Background: an optimization exercise with open tools, aiming at small area and a short achievable clock period. Do not read the settings as production practice. RTL that was checked went through simulation tests only; none was proved equivalent to the original. Power is estimated from default activity; no workload was simulated.

==> flow/design.v (excerpt) <==
module fpcvt_top #(
    parameter int TAG_W = 4
) (
    input  logic                         clk,
    input  logic                         rst,
    input  logic                         f2i_valid,
    output logic                         f2i_ready,
    input  logic [63:0]                  f2i_data,
    input  logic [TAG_W-1:0]             f2i_tag,
    input  logic                         i2f_valid,
    output logic                         i2f_ready,
    input  logic [63:0]                  i2f_data,
    input  logic [TAG_W-1:0]             i2f_tag,
    output logic                         res_valid,
    input  logic                         res_ready,
    output logic [63:0]                  res_data,
    output logic [fpcvt_pkg::FLAG_W-1:0] res_flags,
    output logic [TAG_W-1:0]             res_tag,
    output logic                         res_src
);
clock: 7.0 ns
lec_check: 0
abc_area: 1
cap_margin: 20
core_margin: 2
core_utilization: 46
setup_slack_margin: 3.1
slew_margin: 20
standard.sh (not shown) runs the stock make flow with config.mk's settings and CLKGATE_MAP_FILE= SYNTH_SCRIPT=/design/flow/synth_recipe.tcl, a recipe that flattens the netlist after the stock synthesis.
==> flow/flow/run.sh <==
#!/bin/bash
# The standard layout, with the port buffers made as buf_1 cells instead of
# the buffer_ports default (a slow delay cell on this platform).
set -euo pipefail
export BUFFER_PORTS_ARGS="-buffer_cell sky130_fd_sc_hd__buf_1"
bash standard.sh > flow_standard.log 2>&1
The starting point passed the timing, DRC and antenna checks.
Edit:
SETUP_SLACK_MARGIN = 2.8   (was 3.1)
Effect:
- setup slack gets worse by 6.2 ps
- cell area is lower by 13%
- sequential power is about the same
- synthesized area stays the same
- flip-flop and latch count stays the same
- power is lower by 7.1%
- fmax is about the same
- utilization is lower by 8.3 points
No run of this note included a check of the RTL's function; only the layout flow was run.

---

gamma:
Another version of the RTL of fpcvt_top (not shown whole).
Size in the first run: ~2,900 cells after synthesis, about 220 I/O pins.
export LEC_CHECK = 0
export ABC_AREA = 1
export CAP_MARGIN = 20
export CORE_MARGIN = 2
export CORE_UTILIZATION = 40
export SETUP_SLACK_MARGIN = 3.0
export SLEW_MARGIN = 20
create_clock -name core_clock -period 7.0 [get_ports {clk}]
==> flow/flow/run.sh <==
#!/bin/bash
# The standard layout, with the port buffers made as buf_4 cells instead of
# the buffer_ports default (a slow delay cell on this platform), and setup
# repair limited to sizing, pin swaps and cloning (no buffer chains).
set -euo pipefail
export BUFFER_PORTS_ARGS="-buffer_cell sky130_fd_sc_hd__buf_4"
export SETUP_MOVE_SEQUENCE="unbuffer,sizeup,swap,clone"
bash standard.sh > flow_standard.log 2>&1
Relative to gamma, the following input files were edited for alpha:
==> flow/flow/run.sh <==
#!/bin/bash
# The standard layout, with the port buffers made as buf_1 cells instead of
# the buffer_ports default (a slow delay cell on this platform).
set -euo pipefail
export BUFFER_PORTS_ARGS="-buffer_cell sky130_fd_sc_hd__buf_1"
bash standard.sh > flow_standard.log 2>&1
--- a/flow/config.mk
+++ b/flow/config.mk
@@ -12 +12 @@
-export SETUP_SLACK_MARGIN = 3.0
+export SETUP_SLACK_MARGIN = 2.5
## What came out
- The flow did not stop early for alpha: all stages ran, and the layout cleared the timing, DRC and antenna checks.
- Comparing gamma and alpha, the higher power density over the cells is on alpha.
- alpha against gamma: non-filler instance count after layout now sits higher, sequential cell area share rose 1.2 points.
- Between alpha and gamma, it is alpha whose critical-path maximum fanout is lower, by 16.
- Diff gamma -> alpha: via count lost about 0.65%; global-route usage shows no meaningful change; synthesized cell count shows no meaningful change.
- Average via count per standard cell of alpha falls short of that of gamma by a few percent.
- alpha: critical path depth is 3 higher than what gamma reported.
- Power: alpha vs gamma down 0.00015 W
Function was not checked in any run of this note: the RTL went through the layout flow alone.

---

Setup of job 919:
fpcvt_top, a different RTL version from the one above (not shown whole).
Size in the first run: about 220 I/O pins, ~17000 µm² of cells after synthesis.
clock: 7.0 ns
lec_check: 0
abc_area: 1
cap_margin: 20
core_margin: 2
core_utilization: 40
setup_slack_margin: 2.2
slew_margin: 20
==> flow/flow/run.sh <==
#!/bin/bash
# The standard layout, with the port buffers made as buf_1 cells instead of
# the buffer_ports default (a slow delay cell on this platform).
set -euo pipefail
export BUFFER_PORTS_ARGS="-buffer_cell sky130_fd_sc_hd__buf_1"
bash standard.sh > flow_standard.log 2>&1
Job 919 finished every step from synthesis to the final layout, and the layout passed the timing, DRC and antenna checks.
#### Input delta (job 4425 over job 919)
- SETUP_SLACK_MARGIN changed from 2.2 to 2.5
==> notes.md <==
Job 4425 completed end to end with timing, DRC and antenna clean. Job 919 completed every stage of the flow, and the final layout passed the timing, DRC and antenna checks. Diff job 919 -> job 4425: clock network fraction of design power went down by 0.2 points; number of nets in the layout now larger. Total internal power: job 4425 worse than job 919. Relative to job 919, job 4425 degrades final instance area. Side by side, combined buffer and inverter count along the critical path turned out higher in job 4425 than in job 919. Cell area after technology mapping came out exactly the same in job 4425 and job 919. Fmax: job 4425 higher than job 919. Between job 919 and job 4425, the flow reports non-clock buffer count increasing by a little under 10%. Going from job 919 to job 4425, fraction of power consumed by combinational cells went up 0.4 points, final cell count went up by 24, number of flip-flops and latches comparable.
#### Input delta (job 1555 over job 4425)
- SYNTH_HIERARCHICAL now 1, previously not set
[summary]
- Looking at the reports, job 1555 completed the entire flow and the layout it produced met the timing, DRC and antenna checks.
- In the final design statistics, job 1555 uses more standard cells in total than job 4425.
- Power: job 1555 draws more than job 4425
- The run showing the greater utilization is job 4425.
- res_data[63] as the endpoint of the most critical setup path was reported by job 4425, and u_i2f.q_word[56]$_DFFE_PP_ by job 1555.
- Between job 4425 and job 1555, the flow reports combinational power increasing by more than 10%.
- In job 1555 relative to job 4425, via count had gone up by more than 10%.
- In the tables for job 1555 and job 4425, initial antenna violation count reads lower with job 1555.
- Maximum clock skew at final layout: job 1555 higher than job 4425

---

the previous run:
fpcvt_top, a different RTL version from the one above (not shown whole).
For scale: ~2900 cells after synthesis, roughly 220 I/O pins, about 18000 um^2 of cells after synthesis.
==> flow/config.mk <==
export PLATFORM = sky130hd
export DESIGN_NAME = fpcvt_top
export DESIGN_NICKNAME = fpcvt_top
export VERILOG_FILES = /design/flow/design.v
export SDC_FILE = /design/flow/constraint.sdc
export NUM_CORES = 4
export LEC_CHECK = 0
export ABC_AREA = 1
export CAP_MARGIN = 20
export CORE_MARGIN = 2
export CORE_UTILIZATION = 40
export SETUP_SLACK_MARGIN = 2.7
export SLEW_MARGIN = 20
==> flow/constraint.sdc <==
create_clock -name core_clock -period 7.0 [get_ports {clk}]
set_input_delay 1.4000 -clock core_clock [delete_from_list [all_inputs] [get_ports {clk}]]
set_output_delay 1.4000 -clock core_clock [all_outputs]
set_load 0.01 [all_outputs]
Scripts as last shown in full above: flow/flow/run.sh
The previous run reached the end of the flow, and the finished layout is clean on the timing, DRC and antenna checks.
What the current run does differently from the previous run at the input level:
# the previous run
export LEC_CHECK = 0
export ABC_AREA = 1
export CAP_MARGIN = 20
export CORE_MARGIN = 2
export CORE_UTILIZATION = 40
export SETUP_SLACK_MARGIN = 2.7
export SLEW_MARGIN = 20
create_clock -name core_clock -period 7.0 [get_ports {clk}]
# the current run
export LEC_CHECK = 0
export ABC_AREA = 1
export CAP_MARGIN = 20
export CORE_MARGIN = 2
export CORE_UTILIZATION = 40
export SETUP_SLACK_MARGIN = 3.0
export SLEW_MARGIN = 20
export SYNTH_HIERARCHICAL = 1
create_clock -name core_clock -period 7.0 [get_ports {clk}]
Notes after the runs:
The worst setup path startpoint comes out u_i2f.q_sticky$_DFFE_PP_ in one run and i2f_data[6] in the other, namely in the previous run and the current run respectively. [the current run vs the previous run] post-synthesis instance area: higher in the current run. In the current run the total track usage turned out 0.96 points lower than in the previous run. Of the two values seen for cell with the largest stage delay on the worst path, buf_1 was produced by the current run and edfxtp_1 by the previous run. From the previous run to the current run the numbers moved as follows: die area increased by 15% relative to the old numbers, met3 usage now larger. The current run against the previous run: synthesized cell count went up; post-route fraction of the period consumed by the critical path lower; per-cell via count in the routed design went down by about 6%; number of non-clock buffers in the layout picked up an extra 1.8%. The current run vs the previous run on final area: the current run is the higher one. Worst setup slack came out higher on the current run than on the previous run. [the current run vs the previous run] combinational fraction of design power: higher in the current run.
Function was not checked in any run of this note: the RTL went through the layout flow alone.

==> re-timing with driven ports <==
No port has a modelled driver above. Below, the same layouts with a new extraction and two added sets of constraints. Step 1 (the two cells are an assumption about what drives the block):
set clk [get_ports {clk}]
set_driving_cell -lib_cell sky130_fd_sc_hd__clkbuf_16 $clk
set_driving_cell -lib_cell sky130_fd_sc_hd__buf_2 [delete_from_list [all_inputs] $clk]
Step 2 moves the port delays by t, midway between the first and last clock arrival at a register: inputs arrive t later, outputs are due t later. That takes back most of the time a late clock gives input paths. Slacks: ideal ports / drivers / drivers and shift; pairs: ideal ports / drivers.
run | shift t [ns] | setup slack, ns | slew at the worst register clock pin (ns) | worst slew at a driven data input, ns
the first run of note 1 | 0.495 | 2.725 / 2.672 / 2.628 | 0.08 / 0.08 | 0.05
the second run of note 1 | 0.491 | 2.719 / 2.666 / 2.469 | 0.08 / 0.08 | 0.04
gamma | 0.525 | 1.843 / 1.787 / 1.801 | 0.08 / 0.08 | 0.07
alpha | 0.524 | 2.277 / 2.218 / 2.019 | 0.07 / 0.07 | 0.08
job 919 | 0.496 | 2.374 / 2.317 / 1.956 | 0.07 / 0.07 | 0.07
job 4425 | 0.493 | 2.566 / 2.511 / 2.125 | 0.07 / 0.07 | 0.07
job 1555 | 0.486 | 2.568 / 2.600 / 2.113 | 0.07 / 0.07 | 0.06
the previous run | 0.487 | 2.623 / 2.570 / 2.443 | 0.07 / 0.07 | 0.04
the current run | 0.526 | 3.048 / 2.994 / 2.555 | 0.08 / 0.08 | 0.06
After both steps every run listed still meets setup and hold. The setup slack of the current run, which loses most, moves by -0.054 ns with the drivers and by -0.493 ns with both steps.
